Context: an optimization exercise on an open-source flow, tuned for small area, a short achievable clock period and few clock cycles. The choices shown serve that exercise and are no tape-out recipe.
Only simulation tests tie the RTL to the original design; equivalence was not proved.

<file path="design/flow/design.v">
module cscp_outq (
   input  logic        clock,
   input  logic        reset,
   input  logic        push,
   input  logic [16:0] push_data,
   input  logic        rsp_stall,
   output logic        rsp_valid,
   output logic [16:0] rsp_data,
   output logic        adv_q
);
   logic        hd_v, sk_v;
   logic [16:0] hd_d, sk_d;
   logic        pop, hd_free;
   logic        hd_v_n, sk_v_n;
   assign pop     = hd_v && !rsp_stall;
   assign hd_free = !hd_v || pop;
   always_comb begin
      if (hd_free) begin
         hd_v_n = sk_v || push;
         sk_v_n = sk_v && push;
      end else begin
         hd_v_n = 1'b1;
         sk_v_n = sk_v || push;
      end
   end
   always_ff @(posedge clock) begin
      if (reset) begin
         hd_v  <= 1'b0;
         sk_v  <= 1'b0;
         adv_q <= 1'b1;
      end else begin
         hd_v  <= hd_v_n;
         sk_v  <= sk_v_n;
         adv_q <= !(hd_v_n && sk_v_n);
      end
   end
   always_ff @(posedge clock) begin
      if (hd_free) hd_d <= sk_v ? sk_d : push_data;
      if (hd_free ? (sk_v && push) : (!sk_v && push)) sk_d <= push_data;
   end
   assign rsp_valid = hd_v;
   assign rsp_data  = hd_d;
endmodule
module cscp_div_step #(
   parameter integer BIT = 15
) (
   input  logic [23:0] rem_i,
   input  logic [15:0] q_i,
   input  logic [23:0] dvsr,
   output logic [23:0] rem_o,
   output logic [15:0] q_o
);
   logic [24:0] r2;
   logic [25:0] d;
   assign r2 = {rem_i, 1'b0};
   assign d  = {1'b0, r2} - {2'b0, dvsr};
   always_comb begin
      q_o      = q_i;
      q_o[BIT] = !d[25];
      rem_o    = d[25] ? r2[23:0] : d[23:0];
   end
endmodule
module cscp_mac (
   input  logic signed [17:0] acc,
   input  logic [16:0]        s,
   input  logic signed [15:0] c,
   output logic signed [17:0] y
);
   logic signed [35:0] p;
   assign p = acc * $signed({1'b0, s}) + ($signed(c) <<< 16);
   assign y = p[33:16];
endmodule
module cscp_mac_lo (
   input  logic signed [17:0] acc,
   input  logic [7:0]         s_lo,
   input  logic signed [15:0] c,
   output logic signed [25:0] y
);
   logic signed [33:0] p;
   assign p = acc * $signed({1'b0, s_lo}) + ($signed(c) <<< 16);
   assign y = p[33:8];
endmodule
module cscp_mac_hi (
   input  logic signed [17:0] acc,
   input  logic [8:0]         s_hi,
   input  logic signed [25:0] lo,
   output logic signed [17:0] y
);
   logic signed [28:0] p;
   assign p = acc * $signed({1'b0, s_hi}) + lo;
   assign y = p[25:8];
endmodule
module cubic_segment_current_profile_top #(
   parameter logic [15:0] DIV_REGS = 16'b1010_1010_1010_1010,
   parameter bit          H_SPLIT  = 1'b1
) (
   input  logic         clock,
   input  logic         reset,
   input  logic         req_valid,
   output logic         req_stall,
   input  logic [17:0]  req_data,
   output logic         rsp_valid,
   input  logic         rsp_stall,
   output logic [16:0]  rsp_data,
   input  logic         csr_wr_en,
   input  logic [2:0]   csr_index,
   input  logic [63:0]  csr_wdata
);
   localparam [2:0] CSR_RAMP_UP   = 3'd0;
   localparam [2:0] CSR_HOLD      = 3'd1;
   localparam [2:0] CSR_RAMP_DOWN = 3'd2;
   localparam [2:0] CSR_UP_COEF   = 3'd3;
   localparam [2:0] CSR_DOWN_COEF = 3'd4;
   localparam [2:0] CSR_CEILING   = 3'd5;
   logic [23:0] up_len_ff, hold_len_ff, down_len_ff;
   logic [63:0] up_coef_ff, down_coef_ff;
   logic [15:0] ceiling_ff;
   always_ff @(posedge clock) begin
      if (reset) begin
         up_len_ff    <= '0;
         hold_len_ff  <= '0;
         down_len_ff  <= '0;
         up_coef_ff   <= '0;
         down_coef_ff <= '0;
         ceiling_ff   <= '1;
      end else if (csr_wr_en) begin
         case (csr_index)
            CSR_RAMP_UP:   up_len_ff    <= csr_wdata[23:0];
            CSR_HOLD:      hold_len_ff  <= csr_wdata[23:0];
            CSR_RAMP_DOWN: down_len_ff  <= csr_wdata[23:0];
            CSR_UP_COEF:   up_coef_ff   <= csr_wdata;
            CSR_DOWN_COEF: down_coef_ff <= csr_wdata;
            CSR_CEILING:   ceiling_ff   <= csr_wdata[15:0];
            default: ;
         endcase
      end
   end
   logic [23:0] dlen_q;       
   logic [24:0] ds_q;         
   logic [25:0] re_q;         
   always_ff @(posedge clock) begin
      dlen_q <= (down_len_ff == '0) ? 24'd1 : down_len_ff;
      ds_q   <= {1'b0, up_len_ff} + {1'b0, hold_len_ff};
      re_q   <= {2'b0, up_len_ff} + {2'b0, hold_len_ff} +
                {2'b0, (down_len_ff == '0) ? 24'd1 : down_len_ff};
   end
   logic adv_q;               
   logic in_v;
   logic [17:0] in_d;
   assign req_stall = ~adv_q;
   always_ff @(posedge clock) begin
      if (reset)      in_v <= 1'b0;
      else if (adv_q) in_v <= req_valid;
   end
   always_ff @(posedge clock) begin
      if (adv_q) in_d <= req_data;
   end
   logic        run_q, last_en_q, last_relay_q;
   logic [31:0] t_q;
   logic        en, relay, start, run_a, run_n, lt_up, lt_ds, lt_re;
   logic [31:0] t0, t_n;
   logic [32:0] tsum;
   logic [24:0] tdown;
   assign en     = in_d[1];
   assign relay  = in_d[0];
   assign start  = en && !relay && !run_q && (!last_en_q || (last_relay_q && !relay));
   assign t0     = start ? 32'd0 : t_q;
   assign run_a  = (start || run_q) && en && !relay;
   assign lt_up  = t0 < {8'd0, up_len_ff};
   assign lt_ds  = t0 < {7'd0, ds_q};
   assign lt_re  = t0 < {6'd0, re_q};
   assign run_n  = run_a && lt_re;
   assign tsum   = {1'b0, t0} + {17'd0, in_d[17:2]};
   assign t_n    = !run_n ? t0 : (tsum[32] ? 32'hFFFF_FFFF : tsum[31:0]);
   assign tdown  = t0[24:0] - ds_q;
   always_ff @(posedge clock) begin
      if (reset) begin
         run_q        <= 1'b0;
         last_en_q    <= 1'b0;
         last_relay_q <= 1'b0;
         t_q          <= '0;
      end else if (adv_q && in_v) begin
         run_q        <= run_n;
         last_en_q    <= en;
         last_relay_q <= relay;
         t_q          <= t_n;
      end
   end
   logic        s1_v;
   logic [3:0]  s1_m;
   logic [23:0] s1_x;
   always_ff @(posedge clock) begin
      if (reset)      s1_v <= 1'b0;
      else if (adv_q) s1_v <= in_v;
   end
   always_ff @(posedge clock) begin
      if (adv_q) begin
         s1_m <= {run_n, lt_ds && !lt_up, !lt_ds, !lt_up};
         s1_x <= lt_up ? t0[23:0] : (lt_ds ? 24'd0 : tdown[23:0]);
      end
   end
   logic        dv_v [0:16];
   logic [3:0]  dv_m [0:16];
   logic [23:0] dv_r [0:16];
   logic [15:0] dv_q [0:16];
   assign dv_v[0] = s1_v;
   assign dv_m[0] = s1_m;
   assign dv_r[0] = s1_x;
   assign dv_q[0] = 16'd0;
   genvar gi;
   generate
      for (gi = 0; gi < 16; gi++) begin : g_div
         logic [23:0] r_c;
         logic [15:0] q_c;
         cscp_div_step #(.BIT(15 - gi)) u_step (
            .rem_i (dv_r[gi]),
            .q_i   (dv_q[gi]),
            .dvsr  (dv_m[gi][0] ? dlen_q : up_len_ff),
            .rem_o (r_c),
            .q_o   (q_c)
         );
         if (DIV_REGS[gi]) begin : g_reg
            always_ff @(posedge clock) begin
               if (reset)      dv_v[gi+1] <= 1'b0;
               else if (adv_q) dv_v[gi+1] <= dv_v[gi];
            end
            always_ff @(posedge clock) begin
               if (adv_q) begin
                  dv_m[gi+1] <= dv_m[gi];
                  dv_r[gi+1] <= r_c;
                  dv_q[gi+1] <= q_c;
               end
            end
         end else begin : g_wire
            assign dv_v[gi+1] = dv_v[gi];
            assign dv_m[gi+1] = dv_m[gi];
            assign dv_r[gi+1] = r_c;
            assign dv_q[gi+1] = q_c;
         end
      end
   endgenerate
   logic [63:0] coefs;
   logic [16:0] s17;
   assign coefs = dv_m[16][1] ? down_coef_ff : up_coef_ff;
   assign s17   = {dv_m[16][2], dv_q[16]};
   logic        h_v   [0:3];
   logic        h_run [0:3];
   logic [16:0] h_s   [0:3];
   logic signed [17:0] h_acc [0:3];
   logic        h_cd  [0:3];       
   assign h_v[0]   = dv_v[16];
   assign h_run[0] = dv_m[16][3];
   assign h_s[0]   = s17;
   assign h_acc[0] = {{2{coefs[63]}}, coefs[63:48]};
   assign h_cd[0]  = dv_m[16][1];
   generate
      for (gi = 0; gi < 3; gi++) begin : g_h
         logic [63:0]        cf;
         logic signed [15:0] ck;
         logic signed [17:0] acc_o;
         logic               v_m, run_m, cd_m;
         logic [16:0]        s_m;
         assign cf = h_cd[gi] ? down_coef_ff : up_coef_ff;
         assign ck = cf[(2 - gi) * 16 +: 16];
         if (H_SPLIT) begin : g_split
            logic signed [25:0] lo_c, lo_q;
            logic signed [17:0] a_q;
            cscp_mac_lo u_lo (.acc(h_acc[gi]), .s_lo(h_s[gi][7:0]), .c(ck), .y(lo_c));
            always_ff @(posedge clock) begin
               if (reset)      v_m <= 1'b0;
               else if (adv_q) v_m <= h_v[gi];
            end
            always_ff @(posedge clock) begin
               if (adv_q) begin
                  run_m <= h_run[gi];
                  cd_m  <= h_cd[gi];
                  s_m   <= h_s[gi];
                  a_q   <= h_acc[gi];
                  lo_q  <= lo_c;
               end
            end
            cscp_mac_hi u_hi (.acc(a_q), .s_hi(s_m[16:8]), .lo(lo_q), .y(acc_o));
         end else begin : g_one
            cscp_mac u_mac (.acc(h_acc[gi]), .s(h_s[gi]), .c(ck), .y(acc_o));
            assign v_m   = h_v[gi];
            assign run_m = h_run[gi];
            assign cd_m  = h_cd[gi];
            assign s_m   = h_s[gi];
         end
         always_ff @(posedge clock) begin
            if (reset)      h_v[gi+1] <= 1'b0;
            else if (adv_q) h_v[gi+1] <= v_m;
         end
         always_ff @(posedge clock) begin
            if (adv_q) begin
               h_run[gi+1] <= run_m;
               h_cd[gi+1]  <= cd_m;
               h_s[gi+1]   <= s_m;
               h_acc[gi+1] <= acc_o;
            end
         end
      end
   endgenerate
   logic [16:0] res;
   always_comb begin
      if (!h_run[3])                        res = 17'd0;
      else if (h_acc[3][17])                res = {16'd0, 1'b1};
      else if (h_acc[3][16:0] > {1'b0, ceiling_ff}) res = {ceiling_ff, 1'b1};
      else                                  res = {h_acc[3][15:0], 1'b1};
   end
   cscp_outq u_outq (
      .clock     (clock),
      .reset     (reset),
      .push      (adv_q && h_v[3]),
      .push_data (res),
      .rsp_stall (rsp_stall),
      .rsp_valid (rsp_valid),
      .rsp_data  (rsp_data),
      .adv_q     (adv_q)
   );
endmodule
</file>
<file path="design/flow/run.sh">
#!/bin/bash
# synth_recipe.tcl (not shown) runs the flow's synth.tcl, then flattens the netlist and writes it again
# the make line also repeats each setting of config.mk as NAME=value (left out here)
make -C /OpenROAD-flow-scripts/flow DESIGN_CONFIG=/design/flow/config.mk WORK_HOME=/design/flow/orfs CLKGATE_MAP_FILE= SYNTH_SCRIPT=/design/flow/synth_recipe.tcl finish
</file>
<file path="design/flow/config.mk">
export PLATFORM = sky130hd
export DESIGN_NAME = cubic_segment_current_profile_top
export DESIGN_NICKNAME = cubic_segment_current_profile_top
export VERILOG_FILES = /design/flow/design.v
export SDC_FILE = /design/flow/constraint.sdc
export NUM_CORES = 4
export LEC_CHECK = 0
export CAP_MARGIN = 20
export CORE_MARGIN = 2
export CORE_UTILIZATION = 40
export SLEW_MARGIN = 20
</file>
<file path="design/flow/constraint.sdc">
create_clock -name core_clock -period 9.0 [get_ports {clock}]
set_input_delay 1.8000 -clock core_clock [delete_from_list [all_inputs] [get_ports {clock}]]
set_output_delay 1.8000 -clock core_clock [all_outputs]
set_load 0.01 [all_outputs]
</file>
==> results of run 1 <==
==> worst max-delay path: stages, from the launching register on <==
cell      delay [ps]
edfxtp_1         770
buf_4            390
mux2i_1          350
ha_1             350
o21a_1           210
a21oi_1          270
nand4_1          130
o21ai_1          320
a211oi_2         150
a221o_1          380
o22ai_1          280
o21a_2           450
inv_2            270
mux2_1           400
ha_1             360
o21ai_0           90
a21boi_0         310
o41ai_4          160
a41oi_2          330
a41o_1           290
nand3_1          110
a21boi_1         310
o41ai_2          110
o21ai_2           60
buf_4            360
mux2_2           390
==> cell families (layout without fill, tap and decap cells) <==
kind of cell	count (synthesis)	in the layout
compound gates	1714	1714
flops	964	964
xor+xnor	480	480
buf+inv	1560	1618
simple gates	2686	2686
mux	500	500
other cells	0	3
fa+ha+maj	1757	1757
==> state kept, by name, indices dropped and copies added, names as in the netlist, 16 cells and up <==
signal / count
ds_q: 25
g_h.s_m: 43
dv_r: 168
dlen_q: 24
up_len_ff: 24
dv_m: 31
down_coef_ff: 64
h_s: 34
u_outq.hd_d: 17
ceiling_ff: 16
g_h.g_split.a_q: 52
down_len_ff: 24
dv_q: 72
up_coef_ff: 64
t_q: 32
u_outq.sk_d: 17
h_acc: 54
s1_x: 24
in_d: 18
g_h.g_split.lo_q: 75
re_q: 26
hold_len_ff: 24
==> per-stage QoR <==
stage	hold slack (ps)	cell area, um2
2_1_floorplan	400	93100
3_3_place_gp	400	97200
3_5_place_dp	405	97200
4_1_cts	384	101000
5_1_grt	407	101000
6_report	385	101000
==> per-layer routing <==
layer | wire, um | global-route usage, % | up-vias
met3 | 11800 | 2.77 | 491
met4 | 13500 | 10.3 | 0
met2 | 127000 | 37.9 | 1629
met5 | 0 | 0 | -
met1 | 109000 | 27.5 | 34000
li1 | - | - | 32400
==> worst max-delay path by stage <==
stage / to / slack (ps) / depth (start not counted)
detailed placement: dv_r[8][2] / 1210 / 25
global route: dv_r[8][1] / 540 / 25
floorplan: req_stall / 2400 / 2
CTS: dv_r[8][1] / 1130 / 25
finish: dv_r[8][1] / 1040 / 25
global placement: dv_r[14][5] / 1430 / 24
==> cells in the mapped netlist, drive strengths merged, types with 22 or more instances <==
| cell type | count |
|---|---|
| dfxtp | 345 |
| a21boi | 22 |
| nand2 | 1192 |
| buf | 79 |
| o31ai | 54 |
| a21o | 225 |
| xor2 | 125 |
| xnor2 | 355 |
| nand4 | 49 |
| ha | 888 |
| or3 | 34 |
| nor4 | 22 |
| and3 | 46 |
| nand2b | 84 |
| o21bai | 52 |
| mux2 | 226 |
| nor3 | 99 |
| nand3b | 24 |
| o21a | 105 |
| nor2b | 80 |
| and2 | 455 |
| inv | 1189 |
| o211ai | 26 |
| a211oi | 34 |
| fa | 869 |
| a21oi | 651 |
| mux2i | 274 |
| a31oi | 48 |
| nand3 | 80 |
| o21ai | 277 |
| nor2 | 465 |
| edfxtp | 619 |
| clkbuf | 291 |
==> final cells by class <==
cell class                      count  area (um2)
Fill cell                       22100      131000
Multi-Input combinational cell   7137       61600
Sequential cell                   964       25500
Inverter                         1190        4470
Tap cell                         3043        3810
Clock buffer                      143        3120
Timing Repair Buffer              207        1870
Clock inverter                     78         986
Antenna cell                        3        7.51
==> impl_metrics.py, run 1 <==
metrics = {
    "sta": {
        "period_share_pct": 88.5,
        "slew-limit-headroom_pct": 20.1,
        "tightest_slew_ps": 1200,
        "clock.fmax_mhz": 126,
        "drv_slew": 0,
        "setup_viol": 0,
        "rsz0062_at_grt": "false",
        "finalWorstSetupSlack_ps": 1040,
        "period_needed_ps": 7960,
        "final_hold_viol_count": 0,
        "finalSetupTns_ps": 0,
        "finClkSkew_ps": 92.8,
    },
    "synthesis": {
        "ys_async_sr_fraction_pct": 0,
        "synth_area_per_cell_um2": 9.64,
        "synth_top_family_by_area": "adder cells",
        "synth.ff_latch_count": 964,
        "yosysTopAreaCellShare_pct": 20.0,
        "synthXorXnorAreaFrac_pct": 4.52,
        "synth_edf_count": 619,
        "yosysUniqueCellTypes": 104,
        "ys_seq_area_share_pct": 27.4,
        "synth_adder_area_share_pct": 30.6,
        "synth_compound_area_share_pct": 11.7,
        "synthMuxAreaShare_pct": 5.79,
        "syn_nets": 11500,
        "synth.area.top_cells": "edfxtp_1, fa_1, ha_1",
        "synth-main-ff-cell": "edfxtp_1",
        "synth_top_area_cell": "edfxtp_1",
        "syn-instance-count": 9661,
        "syn_area_um2": 93100,
        "yosys_warnings": 92,
        "yosys.area_share.simple_pct": 13.5,
    },
    "placed_design": {
        "port_buffers": 108,
        "place_hpwl_um": 204000,
        "dp_slack_ps": 1210,
        "place_inst": 12500,
        "place_congestion": 0.946,
    },
    "global_route": {
        "grt_overflow": 0,
        "grt_pass1_vias": 70400,
        "grt_antenna_before_repair": 6,
        "grt_max_degree": 143,
        "track_usage_pct": 22.0,
        "grt_pass1_wl_um": 406000,
    },
    "cells_and_area": {
        "fin_util_pct": 43.7,
        "final_cells": 12800,
        "layout_common_cells": "nand2_1, inv_1, ha_1",
        "layout_commonest_cell": "nand2_1",
        "drive_gt1_share_pct": 6.09,
        "final_nets": 11500,
        "areaGrowthSynthToFinish_pct": 8.89,
    },
    "floorplanning": {
        "start_util_pct": 40.1,
        "ios": 109,
        "die_area_um2": 237000,
        "rows": 177,
        "die_x_um": 486,
        "die-height_um": 486,
        "core_area_um2": 232000,
    },
    "worst_hold_path": {
        "holdPathStages": 0,
        "hp-class": "reg2reg",
        "holdPathEnd": "h_run[2]",
        "worstHoldStart": "g_h[1].run_m",
    },
    "status": {
        "status": "timing/DRC/antenna clean",
    },
    "setup_path": {
        "path_class": "reg2reg",
        "crit_start": "dv_m[6][0]",
        "worstPathArrival_ps": 8440,
        "reg2regPathDepth": 25,
        "reg2reg_from": "dv_m[6][0]",
        "end_kind": "flop",
        "r2r_end": "dv_r[8][1]",
        "cp_max_fo": 25,
        "rrSetupSlack_ps": 1040,
        "cp.required_ps": 9480,
        "start_kind": "flop",
    },
    "cts": {
        "cts_setup_buffers": 0,
        "worstSkewPairLatency_ps": 820,
        "cts_sinks": 964,
        "cts_tree": "done",
        "htreeDepth": 3,
        "path_clk_slew_ps": 60,
        "cts.path.max_buffers": 3,
        "cts_buffers": 116,
        "holdBufCountCts": 0,
        "ctsResizeCount": 0,
        "cts_root_buf": "clkbuf_16",
    },
    "drt": {
        "wl_per_cell_um": 20.4,
        "viasPerCell": 5.37,
        "drc": 0,
        "antenna_left": 0,
        "drt_iter0_markers": 4521,
        "wl_um": 261000,
        "first_pass_iters": 5,
        "vias": 68600,
    },
    "flow_run": {
        "cap_violations": 0,
    },
}
Testbench counts, summed over its fixed seeds: cycles 4,520.
==> run 2, diff against run 1 <==
--- a/design/flow/config.mk
+++ b/design/flow/config.mk
@@ -10,2 +10,3 @@
 export CORE_UTILIZATION = 40
+export SETUP_SLACK_MARGIN = 3.5
 export SLEW_MARGIN = 20
==> run 2 against run 1 <==
  * Register-to-register slack improved by 1900 ps
  * Final cell count increased by 6.5%
  * Fmax is 30% higher
  * Still clean on timing, DRC and antenna
  * Clock skew down 11 ps
  * First-iteration DRC count rose by 1.3%
  * Utilization rose by 6.8 points
  * Routed wire length is 6.8% higher
  * Worst setup slack better by 1900 ps
  * Sequential cell count unchanged
  * Critical path type unchanged
  * Clock-buffer cell count increased by 6
==> impl_metrics.py, run 2 <==
metrics = {
    "sta": {
        "tightest_slew_ps": 1290,
        "period_share_pct": 67.8,
        "finalSetupTns_ps": 0,
        "clock.fmax_mhz": 164,
        "finClkSkew_ps": 82.1,
        "slew-limit-headroom_pct": 13.8,
        "finalWorstSetupSlack_ps": 2900,
        "drv_slew": 0,
        "rsz0062_at_grt": "true",
        "setup_viol": 0,
        "holdWs_ps": 394,
        "final_hold_viol_count": 0,
        "period_needed_ps": 6100,
    },
    "cells_and_area": {
        "largest_reg_flops": 168,
        "layout_common_cells": "inv_1, nand2_1, fa_1",
        "drive_gt1_share_pct": 22.7,
        "reg_top3": "dv_r (168), g_h.g_split.lo_q (75), dv_q (72)",
        "layout_commonest_cell": "inv_1",
        "final_nets": 12300,
        "areaGrowthSynthToFinish_pct": 25.9,
        "nFillCells": 20400,
        "final_cells": 13600,
        "top_register": "dv_r",
    },
    "synthesis": {
        "synth_commonest_cells": "nand2_1, inv_1, ha_1",
        "ys_seq_area_share_pct": 27.4,
        "yosys_warnings": 92,
        "synth_edf_count": 619,
        "syn_nets": 11500,
        "yosysUniqueCellTypes": 104,
        "syn-instance-count": 9661,
        "synth.area.top_cells": "edfxtp_1, fa_1, ha_1",
        "synth-main-ff-cell": "edfxtp_1",
        "yosysMostFrequentCell": "nand2_1",
        "synth_area_per_cell_um2": 9.64,
        "syn_area_um2": 93100,
        "synth_top_area_cell": "edfxtp_1",
        "yosysTopAreaCellShare_pct": 20.0,
        "ys_async_sr_fraction_pct": 0,
        "synth.ff_latch_count": 964,
    },
    "setup_path": {
        "start_kind": "flop",
        "path_delay_family": "compound AO/OA/AOI/OAI gates",
        "crit_buf_inv": 5,
        "cp_max_fo": 8,
        "crit_slowest_cell": "a221o_1",
        "worstPathArrival_ps": 6620,
        "slowest_delay_ps": 430,
        "cp.required_ps": 9520,
        "path_class": "reg2reg",
        "end_kind": "flop",
    },
    "global_route": {
        "track_usage_pct": 22.7,
        "grt_overflow": 0,
        "grt_antenna_before_repair": 14,
        "grt_max_degree": 169,
        "grt_pass1_vias": 74600,
        "grt_pass1_wl_um": 422000,
    },
    "drt": {
        "viasPerCell": 5.41,
        "drc": 0,
        "antenna_left": 0,
        "vias": 73600,
        "drt_iter0_markers": 4581,
        "wl_um": 279000,
        "first_pass_iters": 8,
        "wl_per_cell_um": 20.5,
    },
    "placed_design": {
        "place_inst": 12500,
        "port_buffers": 108,
        "place_congestion": 0.903,
        "dp_slack_ps": 1500,
        "place_hpwl_um": 191000,
    },
    "cts": {
        "holdBufCountCts": 0,
        "cts_tree": "done",
        "cts_root_buf": "clkbuf_16",
        "cts_buffers": 114,
        "path_clk_slew_ps": 60,
        "worstSkewPairLatency_ps": 820,
        "cts.path.max_buffers": 3,
        "htreeDepth": 3,
        "cts_sinks": 964,
    },
    "flow_run": {
        "cap_violations": 0,
    },
    "floorplanning": {
        "die_area_um2": 237000,
        "die_x_um": 486,
        "rows": 177,
        "die-height_um": 486,
        "core_area_um2": 232000,
        "ios": 109,
        "start_util_pct": 40.1,
    },
    "worst_hold_path": {
        "hp-class": "reg2reg",
    },
    "status": {
        "status": "timing/DRC/antenna clean",
    },
}
## run 2: worst register-to-register path, delay by kind of cell, from the launching register on
kind,cells,cell delay [ps]
simple gates,4,520
compound gates,14,2770
flops,1,340
mux,3,930
fa+ha+maj,2,540
buf+inv,5,740
## run 2: layout make-up
| type | count | area, um2 | area share [%] |
|---|---|---|---|
| clock inverter | 68 | 773 | 0.660 |
| clock buffer | 149 | 3270 | 2.79 |
| sequential | 964 | 25600 | 21.8 |
| timing repair inverter | 3 | 38.8 | 0.0331 |
| tap | 3043 | 3810 | 3.25 |
| multi-input combinational | 7143 | 69100 | 59.0 |
| inverter | 1190 | 4520 | 3.86 |
| timing repair buffer | 1035 | 10100 | 8.60 |
| antenna | 4 | 10.0 | 0.00854 |
## run 2: worst paths after layout
| path | start | endpoint | slack, ps | cells after the start |
|---|---|---|---|---|
| max | dv_m[6][0] | dv_r[8][5] | 2900 | 28 |
| min | dv_q[14][8] | dv_q[16][8] | 390 | 0 |
| max reg2reg | dv_m[6][0] | dv_r[8][5] | 2900 | 28 |
| min reg2reg | dv_q[14][8] | dv_q[16][8] | 390 | 0 |
## run 2: logic make-up after synthesis
kind of cell | after synthesis | synth area share, %
fa+ha+maj | 1757 | 30.6
xor+xnor | 480 | 4.52
flops | 964 | 27.4
simple gates | 2686 | 13.5
mux | 500 | 5.79
compound gates | 1714 | 11.7
buf+inv | 1560 | 6.47
## run 2: stage by stage
stage / cell area [um2] / util [%]
2_1_floorplan: 94200 / -
3_3_place_gp: 97800 / 42.2
3_5_place_dp: 97800 / 42.2
4_1_cts: 112000 / 48.4
5_1_grt: 117000 / 50.5
6_report: 117000 / 50.5
## run 2: what timing repair did
action	in CTS	in global routing
setup buffers	583	223
cloned	34	8
resized for setup	1042	628
setup endpoints to repair	288	259
pin swaps	274	374
## run 2: routing by layer
layer | global-route usage (%) | routed length [um] | vias to the layer above
met5 | 0 | 44 | -
met4 | 10.9 | 14600 | 6
met3 | 3.41 | 15200 | 615
met2 | 38.9 | 136000 | 1958
met1 | 28.0 | 113000 | 36800
li1 | - | - | 34200

-- re-timing with driven ports --
The results above use ideal ports. As a check the final layouts listed here were re-extracted and re-timed, cells and wires unchanged.
Step 1 sets driving cells, clkbuf_16 on the clock port and buf_2 on the other inputs (assumed; they add their load-dependent delay and slew).
Step 2 moves the port delays by t, midway between the first and last clock arrival at a register: inputs arrive t later, outputs are due t later. That takes back most of the time a late clock gives input paths.
Three values: ideal, step 1, step 2; two values: the first two.
| run | t, ns | slack for setup (ns) | worst slew at a driven data input, ns | cell pins on the clock port's net |
|---|---|---|---|---|
| run 1 | 0.860 | 1.038 / 1.038 / 1.038 | 0.17 | 1 |
| run 2 | 0.864 | 2.899 / 2.899 / 2.899 | 0.16 | 1 |
After both steps every run listed still meets setup and hold.
